What follows belongs to an exercise in optimizing a design on an open flow for small area and few clock cycles; a production flow would make more cautious choices. The RTL was checked by simulation tests, not by an equivalence proof against the original design. Power and IR drop assume default switching activity.

==> run P <==
==> flow/design.v (excerpt) <==
module windowed_temperature_stability_detector_top (
  input  wire                clk,
  input  wire                rst_n,
  input  wire                cfg_we,
  input  wire  [1:0]         cfg_index,
  input  wire  [15:0]        cfg_wdata,
  input  wire                in_valid,
  output logic               in_stall,
  input  wire                in_command,
  input  wire  signed [15:0] in_temperature,
  output logic               out_valid,
  input  wire                out_stall,
  output logic               out_stable,
  output logic signed [15:0] out_stable_temperature,
  output logic signed [15:0] out_window_mean,
  output logic               out_window_full,
  output logic               out_near_setpoint,
  output logic               out_low_spread
);
export LEC_CHECK = 0
export ABC_AREA = 1
export CAP_MARGIN = 20
export CORE_MARGIN = 2
export CORE_UTILIZATION = 65
export CTS_BUF_LIST = sky130_fd_sc_hd__clkbuf_8
export CTS_CLUSTER_DIAMETER = 60
export CTS_CLUSTER_SIZE = 15
export SLEW_MARGIN = 20
create_clock -name core_clock -period 8.5 [get_ports {clk}]
standard.sh (not shown) runs the stock make flow with config.mk's settings and CLKGATE_MAP_FILE= SYNTH_SCRIPT=/design/flow/synth_recipe.tcl, a recipe that flattens the netlist after the stock synthesis.
==> flow/flow/run.sh <==
#!/bin/bash
# Own layout flow: the standard flow, with two changes.
#  1. After the standard synthesis, faflip.py flips the polarity of full-adder
#     cells where that removes inverters (a full adder is self-dual), leaving
#     every register and every port function as synthesized.
#  2. Port buffers use buf_1 and the clock tree skips dummy loads.
# Each step writes its full output to a log file in this folder.
set -euo pipefail
RES=$PWD/orfs/results/$FLOW_PLATFORM/windowed_temperature_stability_detector_top/base
bash standard.sh "$RES/1_2_yosys.v" > 1_synth.log 2>&1
cp "$RES/1_2_yosys.v" 1_2_yosys_standard.v
python3 flow/faflip.py 1_2_yosys_standard.v "$RES/1_2_yosys.v" > faflip.log 2>&1
touch "$RES/1_2_yosys.v"
bash standard.sh \
  "BUFFER_PORTS_ARGS=-buffer_cell sky130_fd_sc_hd__buf_1" \
  "CTS_ARGS=-sink_clustering_enable -repair_clock_nets -buf_list sky130_fd_sc_hd__clkbuf_8 -sink_clustering_size 15 -sink_clustering_max_diameter 60 -dont_use_dummy_load" \
  finish > 2_layout.log 2>&1
==> flow/flow/faflip.py <==
#!/usr/bin/env python3
"""Flip the polarity of full-adder cells in a mapped netlist to cut inverters.

A full adder is self-dual: FA(~a, ~b, ~c) = (~sum, ~cout), and an xor2 cell
takes an inverted input or output by becoming xnor2. For each such cell we
may take the complemented inputs and treat its outputs as complemented; a
choice is kept when it lowers the number of inverters the netlist needs. The
logic function of every port and register input is unchanged.

usage: faflip.py in.v out.v
"""
import re
import sys
from collections import defaultdict

src = open(sys.argv[1]).read()
PRE = "sky130_fd_sc_hd__"
cell_re = re.compile(r"^  (" + PRE + r"\w+) +(\\\S+ |\S+) *\((.*?)\n  \);\n", re.S | re.M)
pin_re = re.compile(r"\.(\w+)\((.*?)\)(?:,|\s*$)", re.S | re.M)

m = re.search(r"^module (\S+)\(", src, re.M)
body_start = src.index(";", m.end()) + 1
cells = []
for cm in cell_re.finditer(src):
    typ, name, pins = cm.group(1), cm.group(2).strip(), cm.group(3)
    pl = [(p, n.strip()) for p, n in pin_re.findall(pins)]
    cells.append([typ, name, pl, cm.start(), cm.end()])
assert len(cells) == src.count("  " + PRE), (len(cells), src.count("  " + PRE))
first = cells[0][3]
last = cells[-1][4]
head = src[:first]
tail = src[last:]
assert "assign" not in src[first:last]
between = cell_re.sub("", src[first:last]).strip()
assert between == "", between[:200]

ports = set()
for pm in re.finditer(r"^\s*(input|output)\s+(\[[^\]]*\]\s*)?(\S+);", head, re.M):
    ports.add(pm.group(3))
def is_port(net):
    base = net.split("[")[0].lstrip("\\").strip()
    return base in ports or net in ports

OUTP = {"X", "Y", "Q", "Q_N", "SUM", "COUT"}
def is_inv(t):
    return re.match(PRE + r"(inv|clkinv)_\d+$", t) is not None
FA = PRE + "fa_1"
XOR_T = {PRE + "xor2_1": PRE + "xnor2_1", PRE + "xnor2_1": PRE + "xor2_1",
         PRE + "xor2_2": PRE + "xnor2_2", PRE + "xnor2_2": PRE + "xor2_2",
         PRE + "xor2_4": PRE + "xnor2_4", PRE + "xnor2_4": PRE + "xor2_4",
         }

driver = {}
for i, c in enumerate(cells):
    for p, n in c[2]:
        if p in OUTP:
            driver[n] = (i, p)

inv_of = {}   # output net -> input net
for i, c in enumerate(cells):
    if is_inv(c[0]):
        d = dict(c[2])
        if not is_port(d["Y"]):
            inv_of[d["Y"]] = (i, d["A"])

def root_of(net):
    pol = 0
    while net in inv_of:
        pol ^= 1
        net = inv_of[net][1]
    return net, pol

# consumers: (cell index, pin) of every non-removable-inverter cell input
uses = defaultdict(list)   # root -> list of (cell idx, pin, pol)
for i, c in enumerate(cells):
    if is_inv(c[0]) and dict(c[2])["Y"] in inv_of:
        continue
    for p, n in c[2]:
        if p in OUTP:
            continue
        if re.match(r"^\d+'", n):
            continue
        r, pol = root_of(n)
        uses[r].append((i, p, pol))

fa_idx = [i for i, c in enumerate(cells) if c[0] == FA]
xor_idx = set(i for i, c in enumerate(cells) if c[0] in XOR_T)
flippable = set()
for i in fa_idx:
    d = dict(cells[i][2])
    if not is_port(d["SUM"]) and not is_port(d["COUT"]):
        flippable.add(i)
for i in xor_idx:
    d = dict(cells[i][2])
    outn = [n for p, n in cells[i][2] if p in OUTP][0]
    if not is_port(outn):
        flippable.add(i)
flip = defaultdict(int)

def rootdrv(r):
    d = driver.get(r)
    if d and d[0] in flippable:
        return d[0]
    return None


roots_of_fa = defaultdict(set)
for r, us in uses.items():
    d = rootdrv(r)
    if d is not None:
        roots_of_fa[d].add(r)
    for i, p, pol in us:
        if i in flippable:
            roots_of_fa[i].add(r)
# roots with no users (nets driven but unused)
def need(r):
    d = rootdrv(r)
    q = flip[d] if d is not None else 0
    s = set()
    for i, p, pol in uses.get(r, []):
        if i in xor_idx:
            continue
        want = pol ^ (flip[i] if i in flippable else 0)
        s.add(want ^ q)
    return s

def local_cost(i):
    return sum(1 for r in roots_of_fa[i] if 1 in need(r))

before = sum(1 for r in uses if 1 in need(r))
for it in range(30):
    changed = False
    for i in list(fa_idx) + sorted(xor_idx):
        if i not in flippable:
            continue
        a = local_cost(i)
        flip[i] ^= 1
        b = local_cost(i)
        if b < a:
            changed = True
        else:
            flip[i] ^= 1
    if not changed:
        break
after = sum(1 for r in uses if 1 in need(r))

def esc(n):
    return n + " " if n.startswith("\\") else n


# rebuild connections
newcells = []
ninv = 0
inv_net = {}
def inv_name(r):
    global ninv
    if r not in inv_net:
        ninv += 1
        inv_net[r] = f"_faflip_n{ninv}_"
    return inv_net[r]
conn = {}  # (cell idx, pin) -> net
xpar = defaultdict(int)  # xor cells: parity of inverted inputs taken
for r, us in uses.items():
    d = rootdrv(r)
    q = flip[d] if d is not None else 0
    for i, p, pol in us:
        if i in xor_idx:
            conn[(i, p)] = r
            xpar[i] ^= pol ^ q
            continue
        want = pol ^ (flip[i] if i in flippable else 0)
        conn[(i, p)] = inv_name(r) if want ^ q else r
ntog = 0
for i in xor_idx:
    if xpar[i] ^ (flip[i] if i in flippable else 0):
        cells[i][0] = XOR_T[cells[i][0]]
        cells[i][2] = [({"X": "Y", "Y": "X"}.get(p, p), n) for p, n in cells[i][2]]
        ntog += 1
removed = set(i for i, c in enumerate(cells) if is_inv(c[0]) and dict(c[2])["Y"] in inv_of)

out = [head.rstrip("\n") + "\n"]
decl = []
for r, n in inv_net.items():
    decl.append(f"  wire {n};\n")
# declarations go before the first cell
out.append("".join(decl))
for i, c in enumerate(cells):
    if i in removed:
        continue
    pl = []
    for p, n in c[2]:
        if p not in OUTP and (i, p) in conn:
            n = conn[(i, p)]
        pl.append(f"    .{p}({esc(n)})")
    out.append(f"  {c[0]} {esc(c[1])} (\n" + ",\n".join(pl) + "\n  );\n")
for k, (r, n) in enumerate(inv_net.items()):
    out.append(f"  {PRE}inv_1 _faflip_i{k+1}_ (\n    .A({esc(r)}),\n    .Y({n})\n  );\n")
out.append(tail)
open(sys.argv[2], "w").write("".join(out))
nflip = sum(flip[i] for i in fa_idx)
print(f"faflip: {len(xor_idx)} xor cells, {ntog} changed type")
print(f"faflip: {len(fa_idx)} fa cells, {nflip} flipped; inverters {len(removed)} removed, {len(inv_net)} added "
      f"(model {before} -> {after})")
==> run Y: changes against run P <==
--- a/flow/flow/faflip.py
+++ b/flow/flow/faflip.py
@@ -2,9 +2,11 @@
 """Flip the polarity of full-adder cells in a mapped netlist to cut inverters.
 
-A full adder is self-dual: FA(~a, ~b, ~c) = (~sum, ~cout), and an xor2 cell
-takes an inverted input or output by becoming xnor2. For each such cell we
+A full adder is self-dual: FA(~a, ~b, ~c) = (~sum, ~cout). For each fa cell we
 may take the complemented inputs and treat its outputs as complemented; a
 choice is kept when it lowers the number of inverters the netlist needs. The
-logic function of every port and register input is unchanged.
+logic function of every port and register input is unchanged. The choice is
+made greedily and then improved by simulated annealing (fixed seed). Last, an
+inverting gate whose only load is an inverter becomes the matching
+non-inverting gate.
 
 usage: faflip.py in.v out.v
@@ -143,4 +145,29 @@
     if not changed:
         break
+after = sum(1 for r in uses if 1 in need(r))
+# simulated annealing from the greedy result (deterministic seed)
+import random
+rng = random.Random(12345)
+cand = [i for i in list(fa_idx) + sorted(xor_idx) if i in flippable]
+best = dict(flip)
+cur = after
+bestc = after
+T = 2.0
+for step in range(200000):
+    i = cand[rng.randrange(len(cand))]
+    a = local_cost(i)
+    flip[i] ^= 1
+    b = local_cost(i)
+    dlt = b - a
+    if dlt <= 0 or rng.random() < pow(2.718, -dlt / T):
+        cur += dlt
+        if cur < bestc:
+            bestc = cur
+            best = dict(flip)
+    else:
+        flip[i] ^= 1
+    T = max(0.05, T * 0.99997)
+flip.clear()
+flip.update(best)
 after = sum(1 for r in uses if 1 in need(r))
 
@@ -179,4 +206,41 @@
 removed = set(i for i, c in enumerate(cells) if is_inv(c[0]) and dict(c[2])["Y"] in inv_of)
 
+# an inverting gate whose only load is an inverter becomes the
+# non-inverting gate of the same inputs, driving the inverter's net
+MERGE = {"nand2_1": "and2_0", "nor2_1": "or2_0", "nand3_1": "and3_1",
+         "nor3_1": "or3_1", "o21ai_0": "o21a_1", "a21oi_1": "a21o_1",
+         "o22ai_1": "o22a_1", "a22oi_1": "a22o_1", "nand4_1": "and4_1"}
+newinv = []  # (A net, Y net) of the inverters added above
+for k, (r, n) in enumerate(inv_net.items()):
+    newinv.append([r, n])
+loads2 = defaultdict(int)
+for i, c in enumerate(cells):
+    if i in removed:
+        continue
+    for p, n in c[2]:
+        if p not in OUTP:
+            loads2[conn.get((i, p), n)] += 1
+for a, y in newinv:
+    loads2[a] += 1
+drv2 = {}
+for i, c in enumerate(cells):
+    if i in removed:
+        continue
+    for p, n in c[2]:
+        if p in OUTP:
+            drv2[n] = i
+nmerge = 0
+for k, (a, y) in enumerate(newinv):
+    i = drv2.get(a)
+    if i is None or loads2[a] != 1 or is_port(a):
+        continue
+    t = cells[i][0][len(PRE):]
+    if t not in MERGE:
+        continue
+    cells[i][0] = PRE + MERGE[t]
+    cells[i][2] = [(("X" if p == "Y" else p), (y if p == "Y" else n)) for p, n in cells[i][2]]
+    newinv[k] = None
+    nmerge += 1
+
 out = [head.rstrip("\n") + "\n"]
 decl = []
@@ -194,6 +258,10 @@
         pl.append(f"    .{p}({esc(n)})")
     out.append(f"  {c[0]} {esc(c[1])} (\n" + ",\n".join(pl) + "\n  );\n")
-for k, (r, n) in enumerate(inv_net.items()):
+for k, e in enumerate(newinv):
+    if e is None:
+        continue
+    r, n = e
     out.append(f"  {PRE}inv_1 _faflip_i{k+1}_ (\n    .A({esc(r)}),\n    .Y({n})\n  );\n")
+print(f"faflip: {nmerge} inverting gates merged with their inverter")
 out.append(tail)
 open(sys.argv[2], "w").write("".join(out))
==> comparison table <==
metric	run Y	run P
Run status	timing/DRC/antenna clean	timing/DRC/antenna clean
Cells after synthesis	2923	3053
Final critical-path required period	8.073 ns	8.001 ns
Fin Clk Skew	0.06746 ns	0.09234 ns
DR WL met3	4591 um	4580 um
Proportion of final cell area spent on non-clock buffers	0.03322	0.03042
Reg-to-reg slack, setup	1.20 ns	1.04 ns
Part of the total power dissipated in the clock network	0.085	0.088
GR Util met3	0.05561	0.05657
Initial antenna violation count	1	0
Final Power	0.01332 W	0.01306 W
Clock-cell share of area	0.02056	0.02080
Area of the die	44440 sq um	44950 sq um
Clock latency on the worst-skew pair	0.64 ns	0.65 ns
Post-route worst hold slack	0.3154 ns	0.3041 ns
Lkg Pwr	14.05 nW	14.28 nW
Area added between synthesis and finish	5.950%	5.859%
Power share of the sequential group	0.204	0.208
Upper clock frequency limit	0.1239 GHz	0.1250 GHz
Clock Pin Slew Worst Setup and Hold Paths	0.08 ns	0.09 ns
Number of cells on the worst reg-to-reg path	33	32
Ratio of cells with drive above 1 in the final layout	0.06338	0.05648
Testbench counts of run P, summed over its fixed seeds: cycles 24,016.
Testbench counts of run Y, summed over its fixed seeds: cycles 24,016.

separate check: timing with driven ports:
The flow's constraints put no driver on any port. The routed layouts listed below were extracted and timed again, unchanged, in two steps.
Step 1 sets driving cells, clkbuf_16 on the clock port and buf_2 on the other inputs (assumed; they add their load-dependent delay and slew).
Step 2 times the ports against the registers' clock, not the clock port: input delays grow and output delays shrink by t, the midpoint of the rising clock arrivals with the driver on.
a / b / c = no drivers / after step 1 / after step 2; a / b = the first two.
run | shift t [ns] | setup slack, ns | hold slack, ns | latest minus earliest clock arrival (ns)
run P | 0.664 | 0.499 / 0.536 / -0.129 | 0.304 / 0.304 / 0.304 | 0.093 / 0.093
run Y | 0.662 | 0.427 / 0.464 / -0.198 | 0.315 / 0.315 / 0.315 | 0.067 / 0.068
With both steps, setup timing fails in run P and run Y, where it was met with ideal ports. For run P, which loses most, drivers alone change the setup slack by +0.037 ns; drivers and shift together by -0.628 ns.
